Context: an optimization exercise on an open-source flow, tuned for small area. The choices shown serve that exercise and are no tape-out recipe.
Only simulation tests tie the RTL to the original design; equivalence was not proved.
Power figures rest on the tool's default switching activity, not on a simulated workload.

$ cat flow/run.sh
#!/bin/bash
# synth_recipe.tcl (not shown) runs the flow's synth.tcl, then flattens the netlist and writes it again
# the make line also repeats each setting of config.mk as NAME=value (left out here)
make -C /OpenROAD-flow-scripts/flow DESIGN_CONFIG=/design/flow/config.mk WORK_HOME=/design/flow/orfs CLKGATE_MAP_FILE= SYNTH_SCRIPT=/design/flow/synth_recipe.tcl finish
$ cat flow/design.v
`timescale 1ns/100ps
package pcie_tx_link_pkg;
   localparam int data_w     = 64;
   localparam int rem_w      = 8;
   localparam int word_w     = 32;
   localparam int mem_addr_w = 12;
   typedef enum logic [2:0] {
      merge_none   = 3'd0,
      merge_lo_low = 3'd1,
      merge_hi_low = 3'd2,
      merge_hi_lo  = 3'd3,
      merge_lo_hi  = 3'd4
   } merge_e;
   function automatic logic [word_w-1:0] byte_swap(input logic [word_w-1:0] w);
      byte_swap = {w[7:0], w[15:8], w[23:16], w[31:24]};
   endfunction
endpackage
`timescale 1ns/100ps
package pcie_tx_arb_pkg;
   localparam int num_src      = 3;
   localparam int guard_cycles = 2;
   typedef enum logic [1:0] {
      src_rd = 2'd0,
      src_wr = 2'd1,
      src_cm = 2'd2
   } src_e;
   typedef enum logic [1:0] {
      arb_idle,
      arb_busy,
      arb_guard1,
      arb_guard2
   } arb_state_e;
endpackage
`timescale 1ns/100ps
module tx_arbiter (
   input  logic                                pcie_clk,
   input  logic                                rst_reg,
   input  logic [pcie_tx_arb_pkg::num_src-1:0] tx_buf_av,
   input  logic                                bus_master_en,
   input  logic                                src_wr_req,
   input  logic                                src_rd_req,
   input  logic                                src_cm_req,
   output logic                                src_wr_ack,
   output logic                                src_rd_ack,
   output logic                                src_cm_ack,
   output logic [pcie_tx_arb_pkg::num_src-1:0] done,
   output logic                                gnt_wr,
   output logic                                gnt_cm
);
   pcie_tx_arb_pkg::arb_state_e state;
   logic [1:0]                  ptr;      
   logic                        p_wr, p_cm, p_rd;
   logic                        e_wr, e_rd, e_cm;
   logic                        busy;
   logic                        g_wr, g_cm, g_rd;
   logic                        found;
   logic [1:0]                  nptr;
   assign p_wr = (ptr == pcie_tx_arb_pkg::src_wr);
   assign p_cm = (ptr == pcie_tx_arb_pkg::src_cm);
   assign p_rd = (ptr == pcie_tx_arb_pkg::src_rd);
   assign g_wr = p_cm;
   assign g_cm = p_rd;
   assign g_rd = p_wr;
   assign gnt_wr = g_wr;
   assign gnt_cm = g_cm;
   assign busy = (state == pcie_tx_arb_pkg::arb_busy);
   assign src_wr_ack = busy & g_wr;
   assign src_rd_ack = busy & g_rd;
   assign src_cm_ack = busy & g_cm;
   assign done[pcie_tx_arb_pkg::src_wr] = (state == pcie_tx_arb_pkg::arb_guard1) & g_wr;
   assign done[pcie_tx_arb_pkg::src_rd] = (state == pcie_tx_arb_pkg::arb_guard1) & g_rd;
   assign done[pcie_tx_arb_pkg::src_cm] = (state == pcie_tx_arb_pkg::arb_guard1) & g_cm;
   assign e_wr = src_wr_req & tx_buf_av[pcie_tx_arb_pkg::src_wr] & bus_master_en;
   assign e_rd = src_rd_req & tx_buf_av[pcie_tx_arb_pkg::src_rd] & bus_master_en;
   assign e_cm = src_cm_req & tx_buf_av[pcie_tx_arb_pkg::src_cm];
   always_comb begin
      found = e_wr | e_rd | e_cm;
      if (p_wr)
         nptr = e_wr ? pcie_tx_arb_pkg::src_cm : (e_cm ? pcie_tx_arb_pkg::src_rd : pcie_tx_arb_pkg::src_wr);
      else if (p_cm)
         nptr = e_cm ? pcie_tx_arb_pkg::src_rd : (e_rd ? pcie_tx_arb_pkg::src_wr : pcie_tx_arb_pkg::src_cm);
      else
         nptr = e_rd ? pcie_tx_arb_pkg::src_wr : (e_wr ? pcie_tx_arb_pkg::src_cm : pcie_tx_arb_pkg::src_rd);
   end
   always_ff @(posedge pcie_clk) begin
      if (rst_reg) begin
         state <= pcie_tx_arb_pkg::arb_idle;
         ptr   <= pcie_tx_arb_pkg::src_wr;
      end else begin
         case (state)
            pcie_tx_arb_pkg::arb_idle: begin
               if (found) begin
                  ptr   <= nptr;
                  state <= pcie_tx_arb_pkg::arb_busy;
               end
            end
            pcie_tx_arb_pkg::arb_busy: begin
               if (!((g_wr & src_wr_req) | (g_rd & src_rd_req) | (g_cm & src_cm_req)))
                  state <= pcie_tx_arb_pkg::arb_guard1;
            end
            pcie_tx_arb_pkg::arb_guard1: state <= pcie_tx_arb_pkg::arb_guard2;
            default:    state <= pcie_tx_arb_pkg::arb_idle;
         endcase
      end
   end
endmodule
`timescale 1ns/100ps
module tx_beat_select (
   input  logic                                    pcie_clk,
   input  logic                                    rst_reg,
   input  logic                                    stall,
   input  logic                                    gnt_wr,
   input  logic                                    gnt_cm,
   input  logic                                    src_wr_beat_valid,
   input  logic [pcie_tx_link_pkg::data_w-1:0]     src_wr_data,
   input  logic [pcie_tx_link_pkg::rem_w-1:0]      src_wr_rem,
   input  logic                                    src_wr_sof,
   input  logic                                    src_wr_eof,
   input  logic [2:0]                              src_wr_merge,
   input  logic [pcie_tx_link_pkg::mem_addr_w-1:0] src_wr_mem_addr_hi,
   input  logic [pcie_tx_link_pkg::mem_addr_w-1:0] src_wr_mem_addr_lo,
   input  logic                                    src_wr_mem_en_hi,
   input  logic                                    src_wr_mem_en_lo,
   input  logic                                    src_rd_beat_valid,
   input  logic [pcie_tx_link_pkg::data_w-1:0]     src_rd_data,
   input  logic [pcie_tx_link_pkg::rem_w-1:0]      src_rd_rem,
   input  logic                                    src_rd_sof,
   input  logic                                    src_rd_eof,
   input  logic                                    src_cm_beat_valid,
   input  logic [pcie_tx_link_pkg::data_w-1:0]     src_cm_data,
   input  logic [pcie_tx_link_pkg::rem_w-1:0]      src_cm_rem,
   input  logic                                    src_cm_sof,
   input  logic                                    src_cm_eof,
   input  logic [2:0]                              src_cm_merge,
   input  logic [pcie_tx_link_pkg::mem_addr_w-1:0] src_cm_mem_addr_hi,
   input  logic [pcie_tx_link_pkg::mem_addr_w-1:0] src_cm_mem_addr_lo,
   input  logic                                    src_cm_mem_en_hi,
   input  logic                                    src_cm_mem_en_lo,
   output logic [pcie_tx_link_pkg::mem_addr_w-1:0] mem_addr_hi,
   output logic [pcie_tx_link_pkg::mem_addr_w-1:0] mem_addr_lo,
   output logic                                    mem_en_hi,
   output logic                                    mem_en_lo,
   output logic                                    beat_valid,
   output logic [pcie_tx_link_pkg::data_w-1:0]     beat_data,
   output logic [pcie_tx_link_pkg::rem_w-1:0]      beat_rem,
   output logic                                    beat_sof,
   output logic                                    beat_eof,
   output logic                                    beat_lo_mem,
   output logic                                    beat_hi_mem,
   output logic                                    beat_cross
);
   logic                                    sel_valid;
   logic [pcie_tx_link_pkg::data_w-1:0]     sel_data;
   logic [pcie_tx_link_pkg::rem_w-1:0]      sel_rem;
   logic                                    sel_sof;
   logic                                    sel_eof;
   logic [2:0]                              sel_merge;
   logic                                    sel_memsrc;
   always_comb begin
      sel_valid  = src_wr_beat_valid | src_cm_beat_valid | src_rd_beat_valid;
      sel_memsrc = gnt_wr | gnt_cm;
      if (gnt_wr) begin
         sel_data  = src_wr_data;
         sel_rem   = src_wr_rem;
         sel_sof   = src_wr_sof;
         sel_eof   = src_wr_eof;
      end else if (gnt_cm) begin
         sel_data  = src_cm_data;
         sel_rem   = src_cm_rem;
         sel_sof   = src_cm_sof;
         sel_eof   = src_cm_eof;
      end else begin
         sel_data  = src_rd_data;
         sel_rem   = src_rd_rem;
         sel_sof   = src_rd_sof;
         sel_eof   = src_rd_eof;
      end
      sel_merge = gnt_wr ? src_wr_merge : src_cm_merge;
   end
   always_ff @(posedge pcie_clk) begin
      if (!stall) begin
         beat_valid  <= sel_valid;
         beat_data   <= sel_data;
         beat_rem    <= sel_rem;
         beat_sof    <= sel_sof;
         beat_eof    <= sel_eof;
         beat_lo_mem <= sel_memsrc & (sel_merge != 3'd0);
         beat_hi_mem <= sel_memsrc & (sel_merge[2] | (sel_merge[1] & sel_merge[0]));
         beat_cross  <= ~sel_merge[0];
         mem_addr_hi <= gnt_wr ? src_wr_mem_addr_hi : src_cm_mem_addr_hi;
         mem_addr_lo <= gnt_wr ? src_wr_mem_addr_lo : src_cm_mem_addr_lo;
         mem_en_hi   <= (src_wr_beat_valid & src_wr_mem_en_hi) | (src_cm_beat_valid & src_cm_mem_en_hi);
         mem_en_lo   <= (src_wr_beat_valid & src_wr_mem_en_lo) | (src_cm_beat_valid & src_cm_mem_en_lo);
      end
      if (rst_reg) begin
         beat_valid <= 1'b0;
         mem_en_hi  <= 1'b0;
         mem_en_lo  <= 1'b0;
      end
   end
endmodule
`timescale 1ns/100ps
module tx_output_stage (
   input  logic                                pcie_clk,
   input  logic                                rst_reg,
   input  logic                                beat_valid,
   input  logic [pcie_tx_link_pkg::data_w-1:0] beat_data,
   input  logic [pcie_tx_link_pkg::rem_w-1:0]  beat_rem,
   input  logic                                beat_sof,
   input  logic                                beat_eof,
   input  logic                                beat_lo_mem,
   input  logic                                beat_hi_mem,
   input  logic                                beat_cross,
   input  logic [pcie_tx_link_pkg::word_w-1:0] mem_data_hi,
   input  logic [pcie_tx_link_pkg::word_w-1:0] mem_data_lo,
   output logic [pcie_tx_link_pkg::data_w-1:0] tx_data,
   output logic [pcie_tx_link_pkg::rem_w-1:0]  tx_rem,
   output logic                                tx_sof,
   output logic                                tx_eof,
   output logic                                tx_valid,
   input  logic                                tx_ready,
   output logic                                stall
);
   logic                                s2_valid;
   logic [pcie_tx_link_pkg::data_w-1:0] s2_data;
   logic [pcie_tx_link_pkg::rem_w-1:0]  s2_rem;
   logic                                s2_sof;
   logic                                s2_eof;
   logic                                s2_lo_mem;
   logic                                s2_hi_mem;
   logic                                s2_cross;
   logic                                sk_valid;
   logic [pcie_tx_link_pkg::data_w-1:0] sk_data;
   logic [pcie_tx_link_pkg::rem_w-1:0]  sk_rem;
   logic                                sk_sof;
   logic                                sk_eof;
   logic                                hold;
   logic [pcie_tx_link_pkg::word_w-1:0] swap_hi;
   logic [pcie_tx_link_pkg::word_w-1:0] swap_lo;
   logic [pcie_tx_link_pkg::data_w-1:0] merged;
   assign hold = tx_valid & ~tx_ready;
   always_ff @(posedge pcie_clk) begin
      if (rst_reg) stall <= 1'b0;
      else         stall <= hold;
   end
   always_comb begin
      swap_hi = pcie_tx_link_pkg::byte_swap(mem_data_hi);
      swap_lo = pcie_tx_link_pkg::byte_swap(mem_data_lo);
      merged[31:0]  = s2_lo_mem ? (s2_cross ? swap_hi : swap_lo) : s2_data[31:0];
      merged[63:32] = s2_hi_mem ? (s2_cross ? swap_lo : swap_hi) : s2_data[63:32];
   end
   always_ff @(posedge pcie_clk) begin
      s2_cross <= beat_cross;
      if (!stall) begin
         s2_valid  <= beat_valid;
         s2_data   <= beat_data;
         s2_rem    <= beat_rem;
         s2_sof    <= beat_sof;
         s2_eof    <= beat_eof;
         s2_lo_mem <= beat_lo_mem;
         s2_hi_mem <= beat_hi_mem;
      end else begin
         s2_data   <= merged;
         s2_lo_mem <= 1'b0;
         s2_hi_mem <= 1'b0;
      end
      if (rst_reg) begin
         s2_valid <= 1'b0;
      end
   end
   always_ff @(posedge pcie_clk) begin
      if (!hold && stall) begin
         tx_valid <= sk_valid;
         tx_data  <= sk_data;
         tx_rem   <= sk_rem;
         tx_sof   <= sk_sof;
         tx_eof   <= sk_eof;
      end else if (!hold) begin
         tx_valid <= s2_valid;
         tx_data  <= merged;
         tx_rem   <= s2_rem;
         tx_sof   <= s2_sof;
         tx_eof   <= s2_eof;
      end else if (!stall) begin
         sk_valid <= s2_valid;
         sk_data  <= merged;
         sk_rem   <= s2_rem;
         sk_sof   <= s2_sof;
         sk_eof   <= s2_eof;
      end
      if (rst_reg) begin
         tx_valid <= 1'b0;
      end
   end
endmodule
`timescale 1ns/100ps
module tx_stats (
   input  logic                                pcie_clk,
   input  logic                                rst_reg,
   input  logic                                beat_accept,
   input  logic [pcie_tx_arb_pkg::num_src-1:0] done,
   output logic [31:0]                         stat_word_cnt,
   output logic [31:0]                         stat_wr_cnt,
   output logic [31:0]                         stat_rd_cnt,
   output logic [31:0]                         stat_cm_cnt
);
   always_ff @(posedge pcie_clk) begin
      if (rst_reg) begin
         stat_word_cnt <= '0;
         stat_wr_cnt   <= '0;
         stat_rd_cnt   <= '0;
         stat_cm_cnt   <= '0;
      end else begin
         stat_word_cnt <= stat_word_cnt + {31'd0, beat_accept};
         stat_wr_cnt   <= stat_wr_cnt + {31'd0, done[pcie_tx_arb_pkg::src_wr]};
         stat_rd_cnt   <= stat_rd_cnt + {31'd0, done[pcie_tx_arb_pkg::src_rd]};
         stat_cm_cnt   <= stat_cm_cnt + {31'd0, done[pcie_tx_arb_pkg::src_cm]};
      end
   end
endmodule
`timescale 1ns/100ps
module pcie_tx (
   input  logic                                    pcie_clk,
   input  logic                                    rst_reg,
   input  logic                                    wr_req,
   output logic                                    wr_ack,
   input  logic                                    wr_beat_valid,
   input  logic [pcie_tx_link_pkg::data_w-1:0]     wr_data,
   input  logic [pcie_tx_link_pkg::rem_w-1:0]      wr_rem,
   input  logic                                    wr_sof,
   input  logic                                    wr_eof,
   input  logic [2:0]                               wr_merge,
   input  logic [pcie_tx_link_pkg::mem_addr_w-1:0] wr_mem_addr_hi,
   input  logic [pcie_tx_link_pkg::mem_addr_w-1:0] wr_mem_addr_lo,
   input  logic                                    wr_mem_en_hi,
   input  logic                                    wr_mem_en_lo,
   input  logic                                    rd_req,
   output logic                                    rd_ack,
   input  logic                                    rd_beat_valid,
   input  logic [pcie_tx_link_pkg::data_w-1:0]     rd_data,
   input  logic [pcie_tx_link_pkg::rem_w-1:0]      rd_rem,
   input  logic                                    rd_sof,
   input  logic                                    rd_eof,
   input  logic                                    cm_req,
   output logic                                    cm_ack,
   input  logic                                    cm_beat_valid,
   input  logic [pcie_tx_link_pkg::data_w-1:0]     cm_data,
   input  logic [pcie_tx_link_pkg::rem_w-1:0]      cm_rem,
   input  logic                                    cm_sof,
   input  logic                                    cm_eof,
   input  logic [2:0]                               cm_merge,
   input  logic [pcie_tx_link_pkg::mem_addr_w-1:0] cm_mem_addr_hi,
   input  logic [pcie_tx_link_pkg::mem_addr_w-1:0] cm_mem_addr_lo,
   input  logic                                    cm_mem_en_hi,
   input  logic                                    cm_mem_en_lo,
   output logic [pcie_tx_link_pkg::mem_addr_w-1:0] mem_addr_hi,
   output logic [pcie_tx_link_pkg::mem_addr_w-1:0] mem_addr_lo,
   output logic                                    mem_en_hi,
   output logic                                    mem_en_lo,
   input  logic [pcie_tx_link_pkg::word_w-1:0]     mem_data_hi,
   input  logic [pcie_tx_link_pkg::word_w-1:0]     mem_data_lo,
   output logic [pcie_tx_link_pkg::data_w-1:0]     tx_data,
   output logic [pcie_tx_link_pkg::rem_w-1:0]      tx_rem,
   output logic                                    tx_sof,
   output logic                                    tx_eof,
   output logic                                    tx_valid,
   input  logic                                    tx_ready,
   input  logic [pcie_tx_arb_pkg::num_src-1:0]     tx_buf_av,
   input  logic                                    bus_master_en,
   output logic                                    tx_stall,
   output logic [31:0]                             stat_word_cnt,
   output logic [31:0]                             stat_wr_cnt,
   output logic [31:0]                             stat_rd_cnt,
   output logic [31:0]                             stat_cm_cnt
);
   logic [pcie_tx_arb_pkg::num_src-1:0]    done;
   logic                  beat_accept;
   logic                  gnt_wr;
   logic                  gnt_cm;
   logic                  s1_valid;
   logic [pcie_tx_link_pkg::data_w-1:0]     s1_data;
   logic [pcie_tx_link_pkg::rem_w-1:0]      s1_rem;
   logic                  s1_sof;
   logic                  s1_eof;
   logic                  s1_lo_mem;
   logic                  s1_hi_mem;
   logic                  s1_cross;
   assign beat_accept = tx_valid & tx_ready;
   tx_arbiter u_arbiter (
      .pcie_clk, .rst_reg, .tx_buf_av, .bus_master_en,
      .src_wr_req (wr_req), .src_rd_req (rd_req), .src_cm_req (cm_req),
      .src_wr_ack (wr_ack), .src_rd_ack (rd_ack), .src_cm_ack (cm_ack),
      .done, .gnt_wr, .gnt_cm
   );
   tx_beat_select u_beat_select (
      .pcie_clk, .rst_reg, .stall (tx_stall), .gnt_wr, .gnt_cm,
      .src_wr_beat_valid (wr_beat_valid),
      .src_wr_data (wr_data), .src_wr_rem (wr_rem),
      .src_wr_sof (wr_sof), .src_wr_eof (wr_eof),
      .src_wr_merge (wr_merge),
      .src_wr_mem_addr_hi (wr_mem_addr_hi), .src_wr_mem_addr_lo (wr_mem_addr_lo),
      .src_wr_mem_en_hi (wr_mem_en_hi), .src_wr_mem_en_lo (wr_mem_en_lo),
      .src_rd_beat_valid (rd_beat_valid),
      .src_rd_data (rd_data), .src_rd_rem (rd_rem),
      .src_rd_sof (rd_sof), .src_rd_eof (rd_eof),
      .src_cm_beat_valid (cm_beat_valid),
      .src_cm_data (cm_data), .src_cm_rem (cm_rem),
      .src_cm_sof (cm_sof), .src_cm_eof (cm_eof),
      .src_cm_merge (cm_merge),
      .src_cm_mem_addr_hi (cm_mem_addr_hi), .src_cm_mem_addr_lo (cm_mem_addr_lo),
      .src_cm_mem_en_hi (cm_mem_en_hi), .src_cm_mem_en_lo (cm_mem_en_lo),
      .mem_addr_hi, .mem_addr_lo, .mem_en_hi, .mem_en_lo,
      .beat_valid (s1_valid), .beat_data (s1_data), .beat_rem (s1_rem),
      .beat_sof (s1_sof), .beat_eof (s1_eof),
      .beat_lo_mem (s1_lo_mem), .beat_hi_mem (s1_hi_mem), .beat_cross (s1_cross)
   );
   tx_output_stage u_output_stage (
      .pcie_clk, .rst_reg,
      .beat_valid (s1_valid), .beat_data (s1_data), .beat_rem (s1_rem),
      .beat_sof (s1_sof), .beat_eof (s1_eof),
      .beat_lo_mem (s1_lo_mem), .beat_hi_mem (s1_hi_mem), .beat_cross (s1_cross),
      .mem_data_hi, .mem_data_lo,
      .tx_data, .tx_rem, .tx_sof, .tx_eof, .tx_valid, .tx_ready,
      .stall (tx_stall)
   );
   tx_stats u_stats (
      .pcie_clk, .rst_reg, .beat_accept, .done,
      .stat_word_cnt, .stat_wr_cnt, .stat_rd_cnt, .stat_cm_cnt
   );
endmodule
$ cat flow/constraint.sdc
create_clock -name core_clock -period 4.0 [get_ports {pcie_clk}]
set_input_delay 0.8000 -clock core_clock [delete_from_list [all_inputs] [get_ports {pcie_clk}]]
set_output_delay 0.8000 -clock core_clock [all_outputs]
set_load 0.01 [all_outputs]
$ cat flow/config.mk
export PLATFORM = sky130hd
export DESIGN_NAME = pcie_tx
export DESIGN_NICKNAME = pcie_tx
export VERILOG_FILES = /design/flow/design.v
export SDC_FILE = /design/flow/constraint.sdc
export NUM_CORES = 4
export LEC_CHECK = 0
export CAP_MARGIN = 20
export CORE_MARGIN = 2
export CORE_UTILIZATION = 40
export SLEW_MARGIN = 20
==> impl.org, run 1 <==
** Worst setup path
- On the worst path, the slowest cell contributes a delay of 0.62 ns.
- The worst register-to-register path has a setup slack of 0.99 ns.
- Critical path startpoint category :: flop
- In this design, the largest share of critical-path delay is due to buffers and inverters.
- The startpoint identified for the worst register-to-register timing path is u_arbiter.state[0].
- Cell with the biggest individual delay on the critical path :: dfxtp_4
- Worst R2R Path Depth :: 8
- Data on the critical path arrives at its endpoint at ~2.5 ns.
- Of all nets on the critical path, the largest fanout is 27.
- Data on the critical path is required at its endpoint by 3.20 ns.
- Type of the worst setup path :: flop to output port
- R2R Path End :: u_stats.stat_rd_cnt[23]
- Total buffers and inverters traversed by the critical path :: 2
- The critical path goes through nor2b_2 -> buf_4 -> and2_1 -> clkdlybuf4s50_1.
- Worst setup EP type :: output port

** STA
- The final number of max-transition violations was 0.
- Post-layout minimum cycle time :: 3.27 ns
- FMAX :: 306 MHz
- Adding up every negative setup slack in the final design gives 0 ns.
- Slew of the pin with the lowest slew margin :: about 1.1 ns
- RSZ-0062 raised after global routing :: false
- Setup violation total in the final timing report :: 0
- The final critical path takes up 81.8% of the cycle.
- Setup clock skew after layout :: about 0.019 ns
- The total count of hold-check failures in the final report was 0.
- Max-Slew Margin vs Limit :: roughly 28%

** Floorplanning
- The initial utilization of the core area, before any placement, comes to 40.7%.
- Die outline height :: 230 um
- Floorplan Core Area :: 0.0503 mm2
- After floorplanning, the core was divided into 82 placement rows.
- Die span in x :: 230 um
- The floorplan step defined a die boundary enclosing 0.0529 mm2.
- Pin placement for this block handled roughly 600 I/O pins.

** Final layout
- Count of placed standard cells in the final layout, fillers left out :: between 3000 and 4000
- Final net count :: 2706
- Post-route cell area :: approximately 0.029 mm2
- In the final layout, the share of cells above drive strength 1 is 11.5%.
- The number of antenna diodes in the final layout is 0.
- The layout has 4317 filler cells.
- Compared with the post-synthesis result, the final layout area differs by 40.2%.

** Clocking
- CTS tree :: done
- Number of resized instances in the post-cts repair step :: 0
- Sink Count :: 465
- The H-tree generated during clock tree synthesis spans 2 levels.
- The number of hold buffers added after CTS was 0.
- Post-CTS setup buffers :: 0
- Clock latency reported for the late side of the worst-skew pair :: between 0.5 and 0.6 ns
- The tree is rooted in a clkbuf_16.
- Clock transition at the register clock pins on the worst setup and hold paths after CTS :: 0.06 ns
- Clock buffer count from CTS :: 50
- Maximum buffer depth of the clock tree :: 3

** Detailed routing
- The final layout contains routed wiring with a total length of 63600 um.
- Length of the first detailed-routing pass in iterations :: 5
- Summing over every cut layer, the via total after detailed routing is 15907.
- The count of nets left with antenna violations once routing finished came out at 0.
- Post-route DRC violation count :: 0
- WL/cell :: 20.8 um
- First DRT Iteration DRCs :: 823
- Via density :: 5.22

** Pwr
- Total power density per cell area :: 489 mW/mm2
- IR analysis of the VDD net gives a maximum drop of 0.300 mV.
- Total internal power :: approximately 10000 uW
- The share of total power dissipated in combinational logic is roughly a fifth.
- Cell leakage power :: about 0.01 uW
- NetSw :: 3570 uW
- In this run, the clock network consumes 34.0% of the power.
- Summing internal, switching and leakage power gives 14000 uW.
- Sequential group share of total power :: 45.4%
- Of the total power, the share spent switching nets is 25.5%.

** Placement
- Placer's final routability congestion estimate :: 0.907
- DP HPWL :: 46000 um
- Port buffering added 589 buffers.
- Total instance count after detailed placement :: 2956
- Placed Instance Area :: 0.0270 mm2

** Worst hold path
- The path with the worst hold slack has its endpoint at u_output_stage.s2_cross.
- The startpoint identified for the worst hold timing path is u_beat_select.beat_cross.
- The worst hold path was traced through 0 stages.
- In this run the worst hold path is classified as flop to flop.

** Logic synthesis
- Synth Net Count :: around 2200
- Sequential elements use around 58% of the synthesized area.
- Synthesis produced a netlist whose cell count is 1786.
- Each instance of the synthesized netlist takes up on average 11.4 um2.
- The mapped netlist covers 0.0204 mm2.
- The synthesized netlist contains between 40 and 50 unique library cells.
- Commonest register cell after synthesis :: edfxtp_1
- Yosys mapped a number of flops with a built-in enable equal to 260.
- Async S/R FF share, synth :: 0%
- Largest cells by area after synthesis :: edfxtp_1 (38%), dfxtp_1 (20%), mux2_2 (7.9%), mux2i_1 (7.1%), nand2_1 (3.5%)
- Yosys Warn Count :: 4
- Cell type contributing the most total cell area after synthesis :: edfxtp_1
- Of the post-synthesis cell area, the dominant cell type holds a little under two fifths.
- Flops & latches, synth :: 465

** GRT
- Entering global routing, the biggest net connects 106 pins.
- The first global-routing pass estimated 95200 um of wire.
- The via count of the first global-routing pass is 15814.
- Total global routing overflow :: 0
- The initial antenna violation count is 0.
- Global router's overall resource usage :: about a quarter

** Run status
- The run finished with no timing, DRC or antenna violations.

** Job
- Across the run, the number of max-cap violations was 0.
registers in the layout, summed over array words and instances (netlist names), 32 cells and up:
signal,flops
u_stats.stat_rd_cnt,32
u_output_stage.s2_data,64
u_stats.stat_cm_cnt,32
u_output_stage.tx_data,64
u_beat_select.beat_data,64
u_output_stage.sk_data,64
u_stats.stat_word_cnt,32
u_stats.stat_wr_cnt,32
cell usage after synthesis (4+ instances only):
| cell type | number |
|---|---|
| ha_1 | 13 |
| nor3_1 | 9 |
| a21oi_1 | 117 |
| xnor2_1 | 20 |
| dfxtp_1 | 205 |
| nor2_1 | 124 |
| mux2i_1 | 145 |
| nand4_1 | 31 |
| or2_2 | 20 |
| o41ai_1 | 16 |
| o21ai_0 | 106 |
| or3_1 | 36 |
| xor2_1 | 25 |
| or4_1 | 25 |
| o311ai_0 | 16 |
| nor4_1 | 13 |
| mux2_2 | 144 |
| and3_1 | 10 |
| buf_2 | 8 |
| o31ai_1 | 23 |
| nor3b_1 | 4 |
| buf_1 | 19 |
| nand3_1 | 41 |
| clkbuf_1 | 85 |
| edfxtp_1 | 260 |
| nor2b_1 | 16 |
| nand2_1 | 190 |
| and2_1 | 7 |
| inv_1 | 20 |
| and4_1 | 14 |
cell type report:
class	count	area [um2]	share of cell area, %
tap	672	841	2.93
sequential	465	11900	41.6
timing repair buffer	611	6080	21.2
inverter	20	80.1	0.279
multi-input combinational	1188	8030	28.0
clock inverter	22	250	0.873
clock buffer	72	1450	5.05
power by group through the flow:
stage | Combinational (uW) | Sequential [uW] | Clock, uW
5_1_grt | 3120 | 6450 | 5060
6_report | 2880 | 6360 | 4770
3_3_place_gp | 2860 | 6440 | 0
4_1_cts | 2920 | 6370 | 4880
3_5_place_dp | 2900 | 6480 | 0
2_1_floorplan | 1310 | 6460 | 0
cell usage in the layout, fill, tap and decap left out, types with 21 or more instances in the layout:
master | synthesis | layout
a21oi_1 | 117 | 117
buf_4 | 0 | 21
clkbuf_16 | 0 | 53
clkdlybuf4s50_1 | 0 | 588
dfxtp_1 | 205 | 199
edfxtp_1 | 260 | 260
mux2_2 | 144 | 144
mux2i_1 | 145 | 145
nand2_1 | 190 | 190
nand3_1 | 41 | 41
nand4_1 | 31 | 31
nor2_1 | 124 | 123
o21ai_0 | 106 | 106
o31ai_1 | 23 | 23
or3_1 | 36 | 36
or4_1 | 25 | 25
xor2_1 | 25 | 25
per-layer routing:
metal  global-route usage (%)  up-vias  wire, um
li1                         -     7677         -
met1                     27.8     7655     25500
met2                     41.6      517     32000
met3                     6.70       58      5240
met4                     5.32        0       901
met5                        0        -         0
cells by family after synthesis:
kind of cell / count (synthesis) / share of synthesized area [%]
AND/OR/NAND/NOR: 548 / 13.1
XOR/XNOR: 45 / 1.93
adder cells (fa/ha/maj): 13 / 0.796
buffers and inverters: 133 / 2.53
flip-flops: 465 / 58.3
multiplexers: 289 / 15.0
AO/OA/AOI/OAI: 293 / 8.31
per-stage QoR:
| step | hold WS (ns) | util (%) | setup slack (ns) |
|---|---|---|---|
| final | 0.352 | 57.0 | 0.727 |
| after global routing | 0.360 | 57.0 | 0.643 |
| after CTS | 0.353 | 57.0 | 0.687 |
| after detailed placement | 0.339 | 53.6 | 0.788 |
| after global placement | 0.325 | 53.6 | 0.903 |
| after floorplan | 0.323 | - | 0.473 |
worst max-delay path by stage:
stage | from | endpoint | slack (ns) | depth (start not counted)
CTS | u_arbiter.ptr[1] | wr_ack | 0.69 | 4
floorplan | tx_ready | u_output_stage.sk_data[0] | 0.47 | 2
detailed placement | tx_ready | u_stats.stat_word_cnt[26] | 0.79 | 8
global route | u_arbiter.ptr[1] | wr_ack | 0.64 | 4
finish | u_arbiter.ptr[1] | wr_ack | 0.73 | 4
global placement | tx_ready | u_stats.stat_word_cnt[18] | 0.90 | 8
==> run 2, diff against run 1 <==
==> flow/flow/run.sh (new file) <==
#!/bin/bash
# Standard ORFS layout, with the smallest buffer on the ports and no CTS dummy loads.
set -euo pipefail
export BUFFER_PORTS_ARGS="-buffer_cell sky130_fd_sc_hd__buf_1"
bash standard.sh > flow_standard.log 2>&1
==> flow/standard.sh (new file) <==
#!/bin/bash
# synth_recipe.tcl (not shown) runs the flow's synth.tcl, then flattens the netlist and writes it again
# the make line also repeats each setting of config.mk as NAME=value (left out here)
make -C /OpenROAD-flow-scripts/flow DESIGN_CONFIG=/design/flow/config.mk WORK_HOME=/design/flow/orfs CLKGATE_MAP_FILE= SYNTH_SCRIPT=/design/flow/synth_recipe.tcl "${@:-finish}"
--- a/flow/config.mk
+++ b/flow/config.mk
@@ -7,5 +7,6 @@
 export LEC_CHECK = 0
 export CAP_MARGIN = 20
 export CORE_MARGIN = 2
-export CORE_UTILIZATION = 40
+export CORE_UTILIZATION = 60
+export CTS_BUF_LIST = sky130_fd_sc_hd__clkbuf_4
 export SLEW_MARGIN = 20
removed: flow/run.sh
==> run 2 against run 1 <==
  * Still clean on timing, DRC and antenna
  * Clock power fell by 13%
  * Sequential power about the same
  * Synthesized area unchanged
  * Wire length decreased by 11%
  * Power fell by 9.0%
  * Maximum frequency up 9.4%
  * Die area down 33%
  * Cell count shrank 3.5%
  * First-iteration DRC count is 8.9% higher
  * Global-route usage increased by 7.3 points
  * Via count increased by 4.4%
  * Largest cell class unchanged
==> impl.org, run 2 <==
** Run status
- Outcome: timing/DRC/antenna clean (unchanged).

** Clocking
- The clock-pin slew reported for the worst setup and hold paths after clock tree synthesis is 0.07 ns (was 0.06 ns).
- Number of resized instances in the post-cts repair step :: 0 (unchanged)
- The clock latency of the later-clocked register in the worst-skew pair was 0.76 ns (was 0.59 ns).
- The maximum clock path buffer count is 3 (unchanged).
- The clock tree root driver cell is clkbuf_4 (was clkbuf_16).
- CTS H-tree depth :: 3 (was 2)
- Post-CTS setup buffers :: 0 (unchanged)
- CTS tree :: done (unchanged)
- Sink Count :: 465 (unchanged)
- Clock buffer count from CTS :: 113 (was 50)
- The count of hold buffers inserted by post-cts repair was 0 (unchanged).

** Worst setup path
- Worst R2R Path Depth :: 6 (was 8)
- Type of the worst setup path :: flop to flop (was flop to output port)
- Total buffers and inverters traversed by the critical path :: 0 (was 2)
- The stage delay of the slowest cell on the critical path is 0.74 ns (was 0.62 ns).
- The required time reported for the critical path endpoint is 4.68 ns (was 3.20 ns).
- The path length in cells of the critical path was 6 (was 4).
- WP data arrival :: 3.67 ns (was 2.47 ns)
- Delay-heaviest family, CP :: simple AND/OR/NAND/NOR gates (was buffers and inverters)
- The biggest fanout along the worst timing path came to 56 (was 27).
- The startpoint type of the worst setup path is a flop (unchanged).
- Setup slack on the worst flop-to-flop path :: 1.01 ns (was 0.99 ns)
- Cell with the biggest individual delay on the critical path :: or4b_1 (was dfxtp_4)
- Crit path cell chain :: and3b_1 -> ha_1 -> and4_1 -> or4b_1 -> or4_1 -> a21oi_1 (was nor2b_2 -> buf_4 -> and2_1 -> clkdlybuf4s50_1)
- The kind of capture point of the worst setup path was a flop (was output port).

** Final layout
- Highest-count cells in the layout ignoring fill and taps :: buf_1 (588), edfxtp_1 (260), dfxtp_1 (199) (was clkdlybuf4s50_1 (588), edfxtp_1 (260), dfxtp_1 (199))
- The share of the core filled with cells was 73.2% (was 57.0%).
- Most common library cell in the layout ignoring fill and taps :: buf_1 (was clkdlybuf4s50_1)
- Synth-to-Final Area Change :: 20.1% (was 40.2%)
- Layout cells sized above 1 :: 15.7% (was 11.5%)
- Final net count :: 2762 (was 2706)
- Fill cell instance count of the final layout :: 2555 (was 4317)

** Detailed routing
- Via count of the routed design :: 16600 (was 15907)
- Via density :: 5.64 (was 5.22)
- The detailed-route wire length per cell is 19.3 um (was 20.8 um).
- Antenna Violating Nets Remaining :: 0 (unchanged)
- The first-pass iteration count of the detailed router was 5 (unchanged).
- Post-route DRC violation count :: 0 (unchanged)
- The total length of routed wires came to 56800 um (was 63600 um).
- The starting DRC count in detailed routing is 896 (was 823).

** Logic synthesis
- Count of flip-flops with a built-in enable after synthesis :: 260 (unchanged)
- Synth Net Count :: 2156 (unchanged)
- Post-synthesis instance total :: 1786 (unchanged)
- The most used standard cell by instance count after synthesis was edfxtp_1 (unchanged).
- The average instance area after synthesis came to 11.4 um2 (unchanged).
- Cell type contributing the most total cell area after synthesis :: edfxtp_1 (unchanged)
- Commonest register cell after synthesis :: edfxtp_1 (unchanged)
- The main combinational cell family by area after synthesis was multiplexers (unchanged).
- The post-synthesis adder-cell area fraction is 0.796% (unchanged).
- The number of distinct library cell variants in the gate-level netlist after synthesis is 49 (unchanged).
- Async S/R FF share, synth :: 0% (unchanged)
- The sequential area share after synthesis came to 58.3% (unchanged).
- Largest cells by area after synthesis: edfxtp_1 (38%), dfxtp_1 (20%), mux2_2 (7.9%), mux2i_1 (7.1%), nand2_1 (3.5%) (unchanged).
- The netlist area before placement is 0.0204 mm2 (unchanged).
- The post-synthesis share of cell area spent on xor and xnor gates was 1.93% (unchanged).
- The complex-gate fraction of the synthesized area was 8.31% (unchanged).
- The count of yosys warnings during synthesis was 4 (unchanged).
- List of most frequent post-synthesis cells :: edfxtp_1 (260), dfxtp_1 (205), nand2_1 (190) (unchanged)
- The number of synthesized register bits came to 465 (unchanged).
- The synthesized-area fraction occupied by and/or/nand/nor cells is 13.1% (unchanged).
- The share of the synthesized area in the top cell type is 38.2% (unchanged).
- Fraction of synthesized area in multiplexers :: 15.0% (unchanged)

** Floorplanning
- Total I/O pin count :: 590 (unchanged)
- The initial core utilization is 61.0% (was 40.7%).
- The area of the placeable core was 0.0335 mm2 (was 0.0503 mm2).
- Die outline height :: 189 um (was 230 um)
- The width of the die is 189 um (was 230 um).
- Area of the die :: 0.0356 mm2 (was 0.0529 mm2)
- The total number of placement rows was 67 (was 82).

** Worst hold path
- Worst min path class :: input pin to flop (was flop to flop)
- The count of cells along the worst hold path came to 3 (was 0).

** STA
- RSZ-0062 raised after global routing: false (unchanged).
- The worst slew margin relative to its limit was 27.2% (was 27.7%).
- The final critical-path required period was 2.99 ns (was 3.27 ns).
- The actual slew at the worst max-slew pin came to 1.09 ns (about the same).
- The worst slack on hold paths was 0.308 ns (was 0.352 ns).
- The clock skew after layout came to 0.0305 ns (was 0.0187 ns).
- Max-slew violations :: 0 (unchanged)
- The final-layout setup total negative slack is 0 ns (unchanged).
- The share of the clock period used by the worst path after layout was 74.8% (was 81.8%).
- The final worst slack is 1.01 ns (was 0.727 ns).
- Number of failing hold endpoints at the final stage :: 0 (unchanged)
- FMAX :: 334 MHz (was 306 MHz)
- The final setup violation count came to 0 (unchanged).

** GRT
- The initial antenna violation count was 11 (was 0).
- Largest net degree at the start of global routing :: 107 (was 106)
- The overall track demand over capacity in global routing is 30.7% (was 23.3%).
- Wire length of the first global-routing pass :: 84400 um (was 95200 um)
- Total global routing overflow :: 0 (unchanged)
- The via count of the first global-routing pass was 15578 (was 15814).

** Placement
- Worst setup slack before clock tree synthesis :: 1.09 ns (was 0.788 ns)
- DP HPWL :: 40200 um (was 46000 um)
- The count of buffers inserted at the top-level ports was 589 (unchanged).
- Placer's final routability congestion estimate :: 0.880 (was 0.907)

** Pwr
- Cell leakage power :: 0.00883 uW (was 0.0103 uW)
- The total power after layout is 12700 uW (was 14000 uW).
- The worst ir drop on vdd was 0.244 mV (was 0.300 mV).
- The power density normalized to cell area is 519 mW/mm2 (was 489 mW/mm2).

** Job
- The max-cap check violation count came to 0 (unchanged).
-- run 2: cell counts after synthesis --
No cell type changed its count.
-- run 2: cell families (layout without fill, tap and decap cells) --
family / count (synthesis) / after routing
and+or+nand+nor: 548 / 548
DFF: 465 / 465
AOI/OAI and AO/OA: 293 / 293
muxes: 289 / 289
buffers and inverters: 133 / 832
xor gates and xnor gates: 45 / 45
adders and majority gates: 13 / 13
other: 0 / 9
-- run 2: metrics by stage --
| stage | cell area, um2 | cells |
|---|---|---|
| 3_3_place_gp | 23000 | 2725 |
| 5_1_grt | 24500 | 2937 |
| 6_report | 24500 | 2942 |
| 3_5_place_dp | 23000 | 2725 |
| 2_1_floorplan | 20400 | 1786 |
| 4_1_cts | 24500 | 2933 |
-- run 2: final timing paths --
check                                                    end                startpoint
worst max-delay path                 u_stats.stat_rd_cnt[31]          u_arbiter.ptr[0]
worst min-delay path            u_beat_select.mem_addr_hi[2]         wr_mem_addr_hi[2]
worst max register to register       u_stats.stat_rd_cnt[31]          u_arbiter.ptr[0]
worst min register to register       u_output_stage.s2_cross  u_beat_select.beat_cross
-- run 2: cell type report --
cell class                 count  area [um2]  area share (%)
sequential                   465       11900            48.6
multi-input combinational   1188        8030            32.7
timing repair buffer         604        2350            9.58
clock buffer                 188        1410            5.75
tap                          448         561            2.28
clock inverter                20         163           0.663
inverter                      20        77.6           0.316
antenna                        9        22.5          0.0917
-- run 2: routing by layer --
| metal | share of wire (%) | vias up | GRT usage, % |
|---|---|---|---|
| li1 | - | 7892 | - |
| met1 | 40 | 7926 | 38.7 |
| met2 | 48 | 683 | 49.6 |
| met3 | 9.1 | 93 | 9.18 |
| met4 | 2.9 | 6 | 12.5 |
| met5 | 0.070 | - | 0 |
-- run 2: worst min-delay path, stage by stage --
cell     delay [ns]
buf_1          0.06
nand2_1        0.04
nand2_1        0.04
-- run 2: power breakdown --
| part | internal (uW) | total [uW] | switching [uW] |
|---|---|---|---|
| sequential | 6030 | 6390 | 366 |
| clock | 2300 | 4160 | 1860 |
| combinational | 903 | 2190 | 1290 |
| total | 9230 | 12700 | 3520 |
==> run 3, diff against run 2 <==
--- a/flow/design.v
+++ b/flow/design.v
@@ -269,19 +269,14 @@
       end
    end
    always_ff @(posedge pcie_clk) begin
-      if (!hold && stall) begin
-         tx_valid <= sk_valid;
-         tx_data  <= sk_data;
-         tx_rem   <= sk_rem;
-         tx_sof   <= sk_sof;
-         tx_eof   <= sk_eof;
-      end else if (!hold) begin
-         tx_valid <= s2_valid;
-         tx_data  <= merged;
-         tx_rem   <= s2_rem;
-         tx_sof   <= s2_sof;
-         tx_eof   <= s2_eof;
-      end else if (!stall) begin
+      if (!hold) begin
+         tx_valid <= stall ? sk_valid : s2_valid;
+         tx_data  <= stall ? sk_data  : merged;
+         tx_rem   <= stall ? sk_rem   : s2_rem;
+         tx_sof   <= stall ? sk_sof   : s2_sof;
+         tx_eof   <= stall ? sk_eof   : s2_eof;
+      end
+      if (!stall) begin
          sk_valid <= s2_valid;
          sk_data  <= merged;
          sk_rem   <= s2_rem;
@@ -294,6 +289,26 @@
    end
 endmodule
 `timescale 1ns/100ps
+module tx_cnt32 (
+   input  logic        pcie_clk,
+   input  logic        rst_reg,
+   input  logic        inc,
+   output logic [31:0] cnt
+);
+   logic [31:0] c;
+   logic [3:0]  blk_ci;
+   assign blk_ci[0] = inc;
+   assign blk_ci[1] = blk_ci[0] & (&cnt[7:0]);
+   assign blk_ci[2] = blk_ci[1] & (&cnt[15:8]);
+   assign blk_ci[3] = blk_ci[2] & (&cnt[23:16]);
+   always_comb
+      for (int i = 0; i < 32; i++)
+         c[i] = (i % 8 == 0) ? blk_ci[i / 8] : (c[i-1] & cnt[i-1]);
+   always_ff @(posedge pcie_clk) begin
+      if (rst_reg) cnt <= '0;
+      else         cnt <= cnt ^ c[31:0];
+   end
+endmodule
 module tx_stats (
    input  logic                                pcie_clk,
    input  logic                                rst_reg,
@@ -304,19 +319,10 @@
    output logic [31:0]                         stat_rd_cnt,
    output logic [31:0]                         stat_cm_cnt
 );
-   always_ff @(posedge pcie_clk) begin
-      if (rst_reg) begin
-         stat_word_cnt <= '0;
-         stat_wr_cnt   <= '0;
-         stat_rd_cnt   <= '0;
-         stat_cm_cnt   <= '0;
-      end else begin
-         stat_word_cnt <= stat_word_cnt + {31'd0, beat_accept};
-         stat_wr_cnt   <= stat_wr_cnt + {31'd0, done[pcie_tx_arb_pkg::src_wr]};
-         stat_rd_cnt   <= stat_rd_cnt + {31'd0, done[pcie_tx_arb_pkg::src_rd]};
-         stat_cm_cnt   <= stat_cm_cnt + {31'd0, done[pcie_tx_arb_pkg::src_cm]};
-      end
-   end
+   tx_cnt32 u_word (.pcie_clk, .rst_reg, .inc (beat_accept), .cnt (stat_word_cnt));
+   tx_cnt32 u_wr (.pcie_clk, .rst_reg, .inc (done[pcie_tx_arb_pkg::src_wr]), .cnt (stat_wr_cnt));
+   tx_cnt32 u_rd (.pcie_clk, .rst_reg, .inc (done[pcie_tx_arb_pkg::src_rd]), .cnt (stat_rd_cnt));
+   tx_cnt32 u_cm (.pcie_clk, .rst_reg, .inc (done[pcie_tx_arb_pkg::src_cm]), .cnt (stat_cm_cnt));
 endmodule
 `timescale 1ns/100ps
 module pcie_tx (
==> flow/flow/run.sh (replaced) <==
#!/bin/bash
# Standard ORFS layout, with the smallest buffer on the ports and a lighter clock tree
# (small clock buffers, no dummy loads). Each tool's output goes to flow_standard.log.
set -euo pipefail
export BUFFER_PORTS_ARGS="-buffer_cell sky130_fd_sc_hd__buf_1"
export CTS_ARGS="-sink_clustering_enable -repair_clock_nets -dont_use_dummy_load -buf_list sky130_fd_sc_hd__clkbuf_2"
bash standard.sh > flow_standard.log 2>&1
--- a/flow/config.mk
+++ b/flow/config.mk
@@ -8,5 +8,4 @@
 export CAP_MARGIN = 20
 export CORE_MARGIN = 2
 export CORE_UTILIZATION = 60
-export CTS_BUF_LIST = sky130_fd_sc_hd__clkbuf_4
 export SLEW_MARGIN = 20
==> run 3 against run 2 <==
  * Largest cell class unchanged
  * Highest routed layer is now met4
  * Synthesized cell count fell by 8.4%
  * Maximum frequency up 2.6%
  * Largest power group unchanged
  * Register-to-register slack improved by 0.20 ns
  * Non-clock buffer count grew 3
  * Utilization decreased by 2.4 points
  * Worst setup slack better by 0.075 ns
  * Hold slack lost 0.16 ns
  * Critical endpoint is now wr_ack
  * Wire length is 12% lower
  * Sequential cell count stayed put
  * Final area down 11%
==> impl.org, run 3 <==
** Run status
- Outcome :: timing/DRC/antenna clean (unchanged)

** STA
- The clock skew after layout came to 0.112 ns (was 0.0305 ns).
- Setup TNS :: 0 ns (unchanged)
- The final setup violation count is 0 (unchanged).
- Post-layout worst setup margin :: 1.08 ns (was 1.01 ns)
- The total count of hold-check failures in the final report was 0 (unchanged).
- Max-slew violations :: 0 (unchanged)
- Slew of the pin with the lowest slew margin :: 0.865 ns (was 1.09 ns)
- The worst slew margin relative to its limit is 42.3% (was 27.2%).
- RSZ-0062 raised after global routing: false (unchanged).
- FMAX :: 343 MHz (was 334 MHz)
- The final critical-path required period came to 2.92 ns (was 2.99 ns).
- Period Utilization, post-route :: 72.9% (was 74.8%)

** Logic synthesis
- Cell type contributing the most total cell area after synthesis :: dfxtp_1 (was edfxtp_1)
- List of most frequent post-synthesis cells: dfxtp_1 (280), nand2_1 (273), o21ai_0 (232) (was edfxtp_1 (260), dfxtp_1 (205), nand2_1 (190)).
- Async S/R FF share, synth :: 0% (unchanged)
- Commonest register cell after synthesis :: dfxtp_1 (was edfxtp_1)
- The count of yosys warnings during synthesis is 4 (unchanged).
- Syn avg cell area :: 11.5 um2 (was 11.4 um2)
- Largest cells by area after synthesis: dfxtp_1 (30%), edfxtp_1 (30%), ha_1 (7.7%), mux2i_1 (7.6%), o21ai_0 (6.2%) (was edfxtp_1 (38%), dfxtp_1 (20%), mux2_2 (7.9%), mux2i_1 (7.1%), nand2_1 (3.5%)).
- The count of flip-flops with a built-in enable after synthesis was 185 (was 260).
- The net count after synthesis was 2109 (was 2156).
- The gate count of the mapped netlist is 1636 (was 1786).
- Area share of the largest cell type after synthesis :: 29.8% (was 38.2%)
- The sequential area share after synthesis was 59.3% (was 58.3%).
- The number of synthesized register bits was 465 (unchanged).
- The netlist area before placement was 0.0188 mm2 (was 0.0204 mm2).
- The most used standard cell by instance count after synthesis was dfxtp_1 (was edfxtp_1).
- Distinct cell type count of the synthesized netlist :: 42 (was 49)

** Worst setup path
- The endpoint of the worst-slack reg-to-reg timing path is u_stats.u_cm.cnt[30] (was u_stats.stat_rd_cnt[31]).
- Largest incremental delay on the critical path :: 0.52 ns (was 0.74 ns)
- The startpoint type of the worst setup path is a flop (unchanged).
- Worst R2R Path Depth :: 14 (was 6)
- The internal reg-to-reg setup slack was 1.21 ns (was 1.01 ns).
- The type of the worst setup path is flop to output port (was flop to flop).
- Crit path cell chain :: nand2b_1 -> nor2_1 -> buf_1 (was and3b_1 -> ha_1 -> and4_1 -> or4b_1 -> or4_1 -> a21oi_1)
- The critical path capture point was wr_ack (was u_stats.stat_rd_cnt[31]).
- Critical path data required time :: 3.20 ns (was 4.68 ns)
- Setup crit start :: u_arbiter.ptr[0] (unchanged)
- The biggest fanout along the worst timing path is 24 (was 56).
- The kind of capture point of the worst setup path was an output port (was flop).
- Cell with the biggest individual delay on the critical path :: nand2b_1 (was or4b_1)
- Reg-to-reg startpoint :: u_arbiter.state[0] (was u_arbiter.ptr[0])
- WP data arrival :: 2.12 ns (was 3.67 ns)

** Floorplanning
- Die outline height :: 181 um (was 189 um)
- The number of top-level pins was 590 (unchanged).
- The total number of placement rows came to 64 (was 67).
- Initial core utilization :: 61.2% (was 61.0%)
- The area of the placeable core came to 0.0307 mm2 (was 0.0335 mm2).
- Die span in x :: 181 um (was 189 um)
- Area of the die :: 0.0328 mm2 (was 0.0356 mm2)

** Clocking
- CTS H-tree depth :: 3 (unchanged)
- The CTS tree was done (unchanged).
- Number of resized instances in the post-cts repair step :: 0 (unchanged)
- Clock latency reported for the late side of the worst-skew pair :: 0.92 ns (was 0.76 ns)
- The number of sinks handled by clock tree synthesis was 465 (unchanged).
- Hold-fix buffers, CTS :: 0 (unchanged)
- The number of post-CTS setup repair buffers came to 0 (unchanged).
- The clock-pin slew reported for the worst setup and hold paths after clock tree synthesis was 0.09 ns (was 0.07 ns).
- The maximum clock path buffer count came to 3 (unchanged).
- Clock buffer count from CTS :: 112 (was 113)
- The clock tree root driver cell is clkbuf_2 (was clkbuf_4).

** Final layout
- Final net count :: 2734 (was 2762)
- The share of final-layout standard cells stronger than drive strength 1 is 8.28% (was 15.7%).
- The most common cell after layout, fill and taps aside is buf_1 (unchanged).
- Highest-count cells in the layout ignoring fill and taps :: buf_1 (588), dfxtp_1 (274), nand2_1 (273) (was buf_1 (588), edfxtp_1 (260), dfxtp_1 (199))
- Post-route cell area :: 0.0218 mm2 (was 0.0245 mm2)
- Share of the core filled with cells :: 70.8% (was 73.2%)
- The synthesis-to-layout area growth came to 15.7% (was 20.1%).

** GRT
- Global router's overall resource usage :: 30.0% (was 30.7%)
- Largest net degree at the start of global routing :: 136 (was 107)
- The first-pass GRT wire length is 75800 um (was 84400 um).
- The overflow left after global routing was 0 (unchanged).
- The initial antenna violation count is 2 (was 11).
- Number of global-route vias before repair :: 14040 (was 15578)

** Worst hold path
- The type of the tightest min-delay check is input pin to flop (unchanged).
- Startpoint of the most critical hold path :: rd_data[10] (was wr_mem_addr_hi[2])

** Placement
- Placed Instance Area :: 0.0212 mm2 (was 0.0230 mm2)
- DP HPWL :: 37400 um (was 40200 um)
- The pre-CTS worst setup slack was 1.08 ns (was 1.09 ns).
- Placer's final routability congestion estimate :: 0.984 (was 0.880)
- Number of port buffers :: 589 (unchanged)

** Pwr
- Total power density per cell area :: 487 mW/mm2 (was 519 mW/mm2)
- The worst ir drop on vdd is 0.215 mV (was 0.244 mV).
- The leakage power came to 0.00912 uW (was 0.00883 uW).
- Power after layout :: 10600 uW (was 12700 uW)

** Job
- Count of maximum capacitance violations :: 0 (unchanged)

** Detailed routing
- The detailed-route wire length per cell is 18.9 um (was 19.3 um).
- The first-pass iteration count of the detailed router came to 5 (unchanged).
- The vias after detailed routing was 14431 (was 16600).
- The starting DRC count in detailed routing came to 803 (was 896).
- The total length of routed wires came to 50200 um (was 56800 um).
- Post-route DRC violation count :: 0 (unchanged)
- Via density :: 5.43 (was 5.64)
- Antenna Violating Nets Remaining :: 0 (unchanged)
-- run 3: how the worst min path moves through the flow --
stage,cells after the start,slack (ns),end
2_1_floorplan,0,0.32,u_output_stage.s2_cross
3_5_place_dp,0,0.33,u_output_stage.s2_cross
3_3_place_gp,0,0.33,u_output_stage.s2_cross
6_report,3,0.15,u_beat_select.beat_data[10]
5_1_grt,2,0.08,u_beat_select.mem_addr_hi[10]
4_1_cts,3,0.06,u_beat_select.beat_data[10]
-- run 3: layer usage --
metal / up-vias / routed length [um] / share of wire, % / GRT usage (%)
met5: - / 0 / 0 / 0
met4: 0 / 1080 / 2.1 / 8.72
met3: 79 / 3990 / 7.9 / 8.12
met2: 582 / 24600 / 49 / 51.6
met1: 6819 / 20500 / 41 / 37.1
li1: 6951 / - / - / -
-- run 3: worst max-delay path: cells and delay by family, from the launching register on --
family	cells	cell delay, ns
and+or+nand+nor	2	0.63
DFF	1	0.51
buffers and inverters	1	0.15
-- run 3: layout make-up --
cell class	instances	area (um2)
fillers	2450	8970
clock buffers	112	561
flip-flops and latches	465	11200
repair buffers	607	2350
well taps	396	495
diodes	3	7.51
inverters	13	56.3
multi-input cells	1062	7130
-- run 3: per-stage QoR --
step                instances  hold WS, ns
detailed placement       2543        0.326
finish                   2658        0.151
CTS                      2655       0.0584
global placement         2543        0.327
global route             2656       0.0798
floorplan                1636        0.323
-- run 3: kinds of logic after synthesis --
family	synth area share, %
AO/OA/AOI/OAI	7.65
XOR/XNOR	0.745
adder cells (fa/ha/maj)	7.71
buffers and inverters	2.85
flip-flops	59.3
multiplexers	9.88
AND/OR/NAND/NOR	11.9
-- run 3: power by group --
| group | internal (uW) | leakage [uW] | switching [uW] |
|---|---|---|---|
| clock | 724 | 0.000465 | 1560 |
| combinational | 717 | 0.00438 | 1280 |
| sequential | 5970 | 0.00428 | 350 |
| total | 7410 | 0.00912 | 3190 |
==> run 4, diff against run 3 <==
--- a/flow/config.mk
+++ b/flow/config.mk
@@ -5,6 +5,7 @@
 export SDC_FILE = /design/flow/constraint.sdc
 export NUM_CORES = 4
 export LEC_CHECK = 0
+export ABC_AREA = 1
 export CAP_MARGIN = 20
 export CORE_MARGIN = 2
 export CORE_UTILIZATION = 60
==> run 4 against run 3 <==
  * Register-to-register slack lost 0.09 ns
  * Critical path depth stayed put
  * Synthesized cell count is 20% higher
  * Critical path type unchanged
  * Highest routed layer is now met5
==> impl.org, run 4 <==
** Clocking
- The clock tree root driver cell was clkbuf_2 (unchanged).
- The number of post-CTS setup repair buffers was 0 (unchanged).
- Clock latency reported for the late side of the worst-skew pair :: 0.97 ns (was 0.92 ns)
- The count of hold buffers inserted by post-cts repair came to 0 (unchanged).
- The H-tree depth is 3 (unchanged).
- Clock buffer count from CTS :: 113 (was 112)
- The CTS tree is done (unchanged).
- The clock-pin slew reported for the worst setup and hold paths after clock tree synthesis is 0.10 ns (was 0.09 ns).
- The maximum clock path buffer count is 3 (unchanged).
- Sink Count :: 465 (unchanged)
- The number of resized instances in the post-cts repair step was 0 (unchanged).

** Floorplanning
- Initial core utilization :: 61.0% (was 61.2%)
- Floorplan Core Area :: 0.0306 mm2 (was 0.0307 mm2)
- The die boundary height is 180 um (was 181 um).
- Die span in x :: 180 um (was 181 um)
- Total I/O pin count :: 590 (unchanged)
- Floorplan row count :: 64 (unchanged)
- The floorplan die area came to 0.0325 mm2 (was 0.0328 mm2).

** STA
- Max-slew violations :: 0 (unchanged)
- FMAX :: 321 MHz (was 343 MHz)
- The actual slew at the worst max-slew pin is 1.14 ns (was 0.865 ns).
- Setup clock skew after layout :: 0.156 ns (was 0.112 ns)
- The final critical-path required period came to 3.12 ns (was 2.92 ns).
- Setup violation total in the final timing report :: 0 (unchanged)
- Number of failing hold endpoints at the final stage :: 0 (unchanged)
- The share of the clock period used by the worst path after layout came to 77.9% (was 72.9%).
- Setup TNS :: 0 ns (unchanged)
- RSZ-0062 raised after global routing: false (unchanged).
- Max-Slew Margin vs Limit :: 24.0% (was 42.3%)

** Final layout
- The summed area of non-filler cells in the final layout was 0.0216 mm2 (was 0.0218 mm2).
- The synthesis-to-layout area growth was 15.8% (was 15.7%).
- The most common cell after layout, fill and taps aside is buf_1 (unchanged).
- The number of nets in the layout came to 3049 (was 2734).
- The share of final-layout standard cells stronger than drive strength 1 came to 5.71% (was 8.28%).
- Highest-count cells in the layout ignoring fill and taps: buf_1 (588), nand2_1 (565), dfxtp_1 (275) (was buf_1 (588), dfxtp_1 (274), nand2_1 (273)).

** GRT
- The met1 track demand over resource in global routing is 39.3% (was 37.1%).
- Wire length of the first global-routing pass :: 81000 um (was 75800 um)
- Met2 track demand over resource in global routing :: 53.5% (was 51.6%)
- The overall track demand over capacity in global routing was 31.9% (was 30.0%).
- The initial antenna violation count was 11 (was 2).
- Largest net degree at the start of global routing :: 161 (was 136)
- Fraction of met3 tracks used by global routing :: 9.32% (was 8.12%)
- Total global routing overflow :: 0 (unchanged)
- Layer carrying the most global-route usage :: met2 (unchanged)
- Number of global-route vias before repair :: 15049 (was 14040)

** Detailed routing
- Via density :: 5.32 (was 5.43)
- The total DRC errors in the routed layout is 0 (unchanged).
- The detailed-route wire length per cell came to 17.8 um (was 18.9 um).
- Via count of the routed design :: 15836 (was 14431)
- Antenna Violating Nets Remaining :: 0 (unchanged)
- The starting DRC count in detailed routing came to 1181 (was 803).
- The first-pass iteration count of the detailed router is 6 (was 5).
- The total length of routed wires was 53100 um (was 50200 um).

** Logic synthesis
- The average instance area after synthesis is 9.51 um2 (was 11.5 um2).
- List of most frequent post-synthesis cells :: nand2_1 (566), dfxtp_1 (280), edfxtp_1 (185) (was dfxtp_1 (280), nand2_1 (273), o21ai_0 (232))
- Post-synthesis instance total :: 1963 (was 1636)
- Netlist Area Pre-Place :: 0.0187 mm2 (was 0.0188 mm2)
- Flops & latches, synth :: 465 (unchanged)
- Cell type contributing the most total cell area after synthesis :: dfxtp_1 (unchanged)
- Share of the yosys chip area belonging to registers :: 59.8% (was 59.3%)
- Largest cells by area after synthesis: dfxtp_1 (30%), edfxtp_1 (30%), nand2_1 (11%), ha_1 (7.8%), o21ai_0 (4.7%) (was dfxtp_1 (30%), edfxtp_1 (30%), ha_1 (7.7%), mux2i_1 (7.6%), o21ai_0 (6.2%)).
- Async S/R FF share, synth :: 0% (unchanged)
- The net count after synthesis was 2436 (was 2109).
- The most used standard cell by instance count after synthesis is nand2_1 (was dfxtp_1).
- The share of the synthesized area in the top cell type is 30.0% (was 29.8%).
- Yosys Warn Count :: 4 (unchanged)
- The primary flip-flop cell chosen by synthesis mapping is dfxtp_1 (unchanged).
- Count of flip-flops with a built-in enable after synthesis :: 185 (unchanged)
- Distinct cell type count of the synthesized netlist :: 29 (was 42)

** Run status
- Outcome: timing/DRC/antenna clean (unchanged).

** Pwr
- Cell leakage power :: 0.00916 uW (was 0.00912 uW)
- Peak ir drop on the vdd network :: 0.226 mV (was 0.215 mV)
- The power density normalized to cell area is 515 mW/mm2 (was 487 mW/mm2).

** Worst setup path
- The kind of capture point of the worst setup path is an output port (unchanged).
- Critical Path Fanout Max :: 33 (was 24)
- Critical path startpoint category :: flop (unchanged)
- The type of the worst setup path is flop to output port (unchanged).
- WP data arrival :: 2.32 ns (was 2.12 ns)
- Critical path data required time :: 3.20 ns (about the same)

** Job
- Count of maximum capacitance violations :: 0 (unchanged)

** Worst hold path
- Worst min path class :: input pin to flop (unchanged)

** Placement
- DP HPWL :: 38500 um (was 37400 um)
- The count of buffers inserted at the top-level ports was 589 (unchanged).
- The total placed instance area was 0.0210 mm2 (was 0.0212 mm2).
- Placer's final routability congestion estimate :: 0.936 (was 0.984)
## run 4: cell types whose count changed after synthesis, moves of 98 or more
cell | previous run | this run
inv_1 | 11 | 134
nor2_1 | 31 | 162
mux2i_1 | 143 | 0
nand2_1 | 273 | 566
nor2b_1 | 115 | 0
nand3_1 | 4 | 102
## run 4: layer usage
layer,vias up,share of wire (%)
li1,7690,-
met1,7366,39
met2,668,49
met3,108,9.0
met4,4,2.8
met5,-,0.043
## run 4: report_power, final
part | total (uW) | switching [uW] | internal, uW
Clock | 2320 | 1590 | 731
Combinational | 2180 | 1500 | 680
Sequential | 6630 | 425 | 6210
## run 4: cell type report
| cell class | count | area (um2) |
|---|---|---|
| inverter | 139 | 532 |
| antenna | 9 | 22.5 |
| tap | 396 | 495 |
| timing repair buffer | 602 | 2320 |
| sequential | 465 | 11200 |
| multi-input combinational | 1255 | 6500 |
| fill | 2551 | 8980 |
| clock buffer | 113 | 566 |
## run 4: cells by family after synthesis
kind of cell | count (synthesis) | synth area share (%)
simple gates | 856 | 18.3
buf+inv | 243 | 5.43
xor+xnor | 16 | 0.751
compound gates | 267 | 7.91
fa+ha+maj | 116 | 7.78
flops | 465 | 59.8
## run 4: critical path, cell delays in order, from the launching register on
cell     delay, ns
dfxtp_1       0.53
nand2_2       0.47
nor2_1        0.20
buf_1         0.27
## run 4: final timing paths
check | from | end | slack, ns | cells after the start
worst max-delay path | u_arbiter.ptr[1] | wr_ack | 0.88 | 3
worst max register to register | u_arbiter.ptr[1] | u_stats.u_wr.cnt[31] | 1.12 | 13
worst min register to register | u_beat_select.beat_cross | u_output_stage.s2_cross | 0.33 | 0
worst min-delay path | cm_mem_en_lo | u_beat_select.mem_en_lo | 0.09 | 3
## run 4: per-stage QoR
| stage | worst slack, ns | utilization [%] | cells | total power, uW | hold slack [ns] |
|---|---|---|---|---|---|
| after global routing | 0.679 | 70.6 | 2974 | 11800 | 0.0389 |
| after CTS | 0.800 | 70.6 | 2970 | 11200 | 0.0104 |
| after floorplan | 0.0849 | - | 1963 | 7890 | 0.323 |
| after global placement | 1.18 | 68.7 | 2857 | 8810 | 0.333 |
| after detailed placement | 1.15 | 68.7 | 2857 | 8910 | 0.338 |
| final | 0.884 | 70.7 | 2979 | 11100 | 0.0882 |

afterwards: timing with drivers on the ports:
No port has a modelled driver above. Below, the same layouts with a new extraction and two added sets of constraints. Step 1, drivers: a clkbuf_16 drives pcie_clk and a buf_2 each remaining input, both assumed. Step 2, shift: input delay + t, output delay - t, t = (earliest + latest rising clock arrival at the registers) / 2. This alone moves slack from input paths to output paths. Slacks: no drivers / after step 1 / after step 2; pairs: no drivers / after step 1.
run | t, ns | slack for setup (ns) | hold slack, ns | worst data-port slew with drivers (ns)
run 1 | 0.639 | 0.727 / 0.667 / 0.679 | 0.352 / 0.352 / 0.352 | 0.10
run 2 | 0.802 | 1.007 / 1.002 / 1.007 | 0.308 / 0.286 / 0.358 | 0.11
run 3 | 0.909 | 1.082 / 1.036 / 1.037 | 0.151 / 0.131 / 0.357 | 0.16
run 4 | 0.939 | 0.884 / 0.836 / 1.118 | 0.088 / 0.067 / 0.328 | 0.11
After both steps every run listed still meets setup and hold. For run 1, which loses most, drivers alone change the setup slack by -0.060 ns; drivers and shift together by -0.048 ns.
